This design comes from an exercise in tuning for small area and a short achievable clock period on the open sky130 flow, not from production work. Function was checked by simulation only, so behaviour that the tests miss may differ from the original. No driver is modelled on the clock port, so clock power and skew are understated where the tree is cut down; a real chip needs a root buffer or a tree. No activity file was given, so power comes from the tool's default toggle rates.

== north ==
==> module video_timing_gen, before the edit <==
module video_timing_gen (
  input  logic           core_clk,
  input  logic           rst_in,
  output logic           hs_d1,     
  output logic           vs_d1,
  output logic           vs_next,   
  output logic           de_d1,
  output logic [H_ACT-1:0] col_sel,   
  output logic [V_ACT-1:0] row_sel    
);
  logic [H_TOTAL-1:0] h_pos;
  logic [V_TOTAL-1:0] v_pos;
  assign col_sel = h_pos[H_ACT-1:0];
  assign row_sel = v_pos[V_ACT-1:0];
  assign vs_next = |v_pos[V_ACT+V_FP +: V_SYNC];
  always_ff @(posedge core_clk)
  begin
    if (!rst_in)
    begin
      h_pos <= H_TOTAL'(1) << (H_TOTAL - 1);
      v_pos <= V_TOTAL'(1) << (V_TOTAL - 1);
      hs_d1 <= 1'b0;
      vs_d1 <= 1'b0;
      de_d1 <= 1'b0;
    end
    else
    begin
      h_pos <= {h_pos[H_TOTAL-2:0], h_pos[H_TOTAL-1]};
      if (h_pos[H_TOTAL-1])
        v_pos <= {v_pos[V_TOTAL-2:0], v_pos[V_TOTAL-1]};
      de_d1 <= (|h_pos[H_ACT-1:0]) && (|v_pos[V_ACT-1:0]);
      hs_d1 <= |h_pos[H_ACT+H_FP +: H_SYNC];
      vs_d1 <= vs_next;
    end
  end
endmodule
==> module fb_read_ctrl, before the edit <==
module fb_read_ctrl (
  input  logic                   core_clk,
  input  logic                   rst_in,
  input  logic                   hs_d1,
  input  logic                   vs_d1,
  input  logic                   vs_next,
  input  logic                   de_d1,
  input  logic                   frame_valid,
  input  logic [V_ACT-1:0]       row_sel,   
  input  logic [V_ACT-1:0][PIX565_BITS-1:0] rd_row,
  output logic                   hs_out,
  output logic                   vs_out,
  output logic                   de_out,
  output logic [COLOR_BITS-1:0]  r_out,
  output logic [COLOR_BITS-1:0]  g_out,
  output logic [COLOR_BITS-1:0]  b_out
);
  logic show;   
  logic pix_on;
  logic [PIX565_BITS-1:0] rd_data;
  always_comb
  begin
    rd_data = '0;
    for (int r = 0; r < V_ACT; r++)
      rd_data = rd_data | (rd_row[r] & {PIX565_BITS{row_sel[r]}});
  end
  assign pix_on = de_d1 && show;
  always_ff @(posedge core_clk)
  begin
    if (!rst_in)
    begin
      show   <= 1'b0;
      hs_out <= 1'b0;
      vs_out <= 1'b0;
      de_out <= 1'b0;
      r_out  <= '0;
      g_out  <= '0;
      b_out  <= '0;
    end
    else
    begin
      if (vs_next && frame_valid)
        show <= 1'b1;
      hs_out <= hs_d1;
      vs_out <= vs_d1;
      de_out <= de_d1;
      r_out  <= pix_on ? {rd_data[15:11], 3'b000} : '0;
      g_out  <= pix_on ? {rd_data[10:5], 2'b00}   : '0;
      b_out  <= pix_on ? {rd_data[4:0], 3'b000}   : '0;
    end
  end
endmodule
==> module hdmi_frame_loop_top, before the edit <==
module hdmi_frame_loop_top (
  input  logic                                 core_clk,
  input  logic                                 rst_in,
  input  logic                                 vs_in,
  input  logic                                 de_in,
  input  logic [hdmi_loop_pkg::COLOR_BITS-1:0] r_in,
  input  logic [hdmi_loop_pkg::COLOR_BITS-1:0] g_in,
  input  logic [hdmi_loop_pkg::COLOR_BITS-1:0] b_in,
  output logic                                 hs_out,
  output logic                                 vs_out,
  output logic                                 de_out,
  output logic [hdmi_loop_pkg::COLOR_BITS-1:0] r_out,
  output logic [hdmi_loop_pkg::COLOR_BITS-1:0] g_out,
  output logic [hdmi_loop_pkg::COLOR_BITS-1:0] b_out,
  output logic                                 frame_valid
);
  logic [7:0]             wr_row_n;
  logic [15:0]            wr_col_n;
  logic [PIX565_BITS-1:0] wr_data;
  logic [H_ACT-1:0]       col_sel;
  logic [V_ACT-1:0]       row_sel;
  logic [V_ACT-1:0][PIX565_BITS-1:0] rd_row;
  logic                   hs_d1;
  logic                   vs_d1;
  logic                   vs_next;
  logic                   de_d1;
  fb_write_ctrl u_wr (
    .core_clk    (core_clk),
    .rst_in      (rst_in),
    .vs_in       (vs_in),
    .de_in       (de_in),
    .r_in        (r_in),
    .g_in        (g_in),
    .b_in        (b_in),
    .wr_row_n    (wr_row_n),
    .wr_col_n    (wr_col_n),
    .wr_data     (wr_data),
    .frame_valid (frame_valid)
  );
  fb_mem u_mem (
    .core_clk (core_clk),
    .wr_row_n (wr_row_n),
    .wr_col_n (wr_col_n),
    .wr_data  (wr_data),
    .col_sel  (col_sel),
    .rd_row   (rd_row)
  );
  video_timing_gen u_tg (
    .core_clk (core_clk),
    .rst_in   (rst_in),
    .hs_d1    (hs_d1),
    .vs_d1    (vs_d1),
    .vs_next  (vs_next),
    .de_d1    (de_d1),
    .col_sel  (col_sel),
    .row_sel  (row_sel)
  );
  fb_read_ctrl u_rd (
    .core_clk    (core_clk),
    .rst_in      (rst_in),
    .hs_d1       (hs_d1),
    .vs_d1       (vs_d1),
    .vs_next     (vs_next),
    .de_d1       (de_d1),
    .frame_valid (frame_valid),
    .row_sel     (row_sel),
    .rd_row      (rd_row),
    .hs_out      (hs_out),
    .vs_out      (vs_out),
    .de_out      (de_out),
    .r_out       (r_out),
    .g_out       (g_out),
    .b_out       (b_out)
  );
endmodule
clock: 4.0 ns
lec_check: 0
cap_margin: 20
core_margin: 2
core_utilization: 70
setup_slack_margin: 2.2
slew_margin: 30
standard.sh (not shown) runs the stock make flow with config.mk's settings and CLKGATE_MAP_FILE= SYNTH_SCRIPT=/design/flow/synth_recipe.tcl, a recipe that flattens the netlist after the stock synthesis.
==> flow/flow/run.sh <==
#!/bin/bash
set -o pipefail
export PRE_CTS_TCL="$PWD/flow/ctree.tcl"
bash standard.sh finish > standard.log 2>&1
Other scripts of this flow, unchanged in this note and not shown: flow/flow/ctree.tcl
north reached the final stage; the timing, DRC and antenna checks on its layout passed.
Inputs modified between north and south:
-- flow/design.v --
<<< north, line 37
  output logic           hs_d1,     
  output logic           vs_d1,
  output logic           vs_next,   
  output logic           de_d1,
  output logic [H_ACT-1:0] col_sel,   
>>> south, line 37
  output logic           hs_d1,     
  output logic           vs_d1,
  output logic           de_d1,
  output logic [H_ACT-1:0] col_sel,   
<<< north, line 46
  assign col_sel = h_pos[H_ACT-1:0];
  assign row_sel = v_pos[V_ACT-1:0];
  assign vs_next = |v_pos[V_ACT+V_FP +: V_SYNC];
  always_ff @(posedge core_clk)
  begin
>>> south, line 45
  assign col_sel = h_pos[H_ACT-1:0];
  assign row_sel = v_pos[V_ACT-1:0];
  always_ff @(posedge core_clk)
  begin
<<< north, line 64
      de_d1 <= (|h_pos[H_ACT-1:0]) && (|v_pos[V_ACT-1:0]);
      hs_d1 <= |h_pos[H_ACT+H_FP +: H_SYNC];
      vs_d1 <= vs_next;
    end
  end
>>> south, line 62
      de_d1 <= (|h_pos[H_ACT-1:0]) && (|v_pos[V_ACT-1:0]);
      hs_d1 <= |h_pos[H_ACT+H_FP +: H_SYNC];
      vs_d1 <= |v_pos[V_ACT+V_FP +: V_SYNC];
    end
  end
<<< north, line 159
  input  logic                   hs_d1,
  input  logic                   vs_d1,
  input  logic                   vs_next,
  input  logic                   de_d1,
  input  logic                   frame_valid,
>>> south, line 157
  input  logic                   hs_d1,
  input  logic                   vs_d1,
  input  logic                   de_d1,
  input  logic                   frame_valid,
<<< north, line 195
    else
    begin
      if (vs_next && frame_valid)
        show <= 1'b1;
      hs_out <= hs_d1;
>>> south, line 192
    else
    begin
      if (vs_d1 && frame_valid)
        show <= 1'b1;
      hs_out <= hs_d1;
<<< north, line 234
  logic                   hs_d1;
  logic                   vs_d1;
  logic                   vs_next;
  logic                   de_d1;
  fb_write_ctrl u_wr (
>>> south, line 231
  logic                   hs_d1;
  logic                   vs_d1;
  logic                   de_d1;
  fb_write_ctrl u_wr (
<<< north, line 262
    .hs_d1    (hs_d1),
    .vs_d1    (vs_d1),
    .vs_next  (vs_next),
    .de_d1    (de_d1),
    .col_sel  (col_sel),
>>> south, line 258
    .hs_d1    (hs_d1),
    .vs_d1    (vs_d1),
    .de_d1    (de_d1),
    .col_sel  (col_sel),
<<< north, line 272
    .hs_d1       (hs_d1),
    .vs_d1       (vs_d1),
    .vs_next     (vs_next),
    .de_d1       (de_d1),
    .frame_valid (frame_valid),
>>> south, line 267
    .hs_d1       (hs_d1),
    .vs_d1       (vs_d1),
    .de_d1       (de_d1),
    .frame_valid (frame_valid),
Notes after the runs:
- Of north and south, the run reporting the higher number of optimization iterations in the first detailed-route pass was north.
- Against north, south comes in 2 lower on critical path depth.
- Final cell count delta (south -> north): insignificant
- As far as simple-gate share of the synthesized area is concerned, south and north perform about the same.
- Number of hold buffers added after cts came out exactly the same in north and south.
- Between south and north, it is south whose diode insertion count for antenna repair is lower, by 1.
- Any difference in part of the Yosys area used for sequential elements between south and north is small enough to ignore.
- Relative to north, setup slack has increased by 0.0089 ns in south.
- Number of cells on the worst hold path (south over north): increase, 1
- For synthesized area, south and north come out practically identical.
- Power delta (north -> south): insignificant
- As far as clock transition time at the flip-flop clock pins of the worst setup and hold paths is concerned, south and north perform about the same.
In every run of this note, the design's own scripts or RTL, not TritonCTS, make the clock network.

[separate check: timing with driven ports]
No port has a modelled driver above. Below, the same layouts with a new extraction and two added sets of constraints.
Step 1, drivers: a clkbuf_16 drives core_clk and a buf_2 each remaining input, both assumed.
Step 2 times the ports against the registers' clock, not the clock port: input delays grow and output delays shrink by t, the midpoint of the rising clock arrivals with the driver on.
Three values: ideal ports, drivers, drivers and shift; two values: the first two.
run | t, ns | slack for setup (ns) | hold WS [ns] | latest minus earliest clock arrival (ns) | slew at the worst register clock pin (ns)
north | 0.650 | 2.069 / 1.991 / 1.624 | 0.439 / 0.439 / 0.439 | 0.085 / 0.085 | 0.10 / 0.10
south | 0.659 | 2.078 / 1.988 / 1.641 | 0.453 / 0.453 / 0.453 | 0.082 / 0.083 | 0.10 / 0.10
After both steps every run listed still meets setup and hold. For north, which loses most, drivers alone change the setup slack by -0.078 ns; drivers and shift together by -0.445 ns.
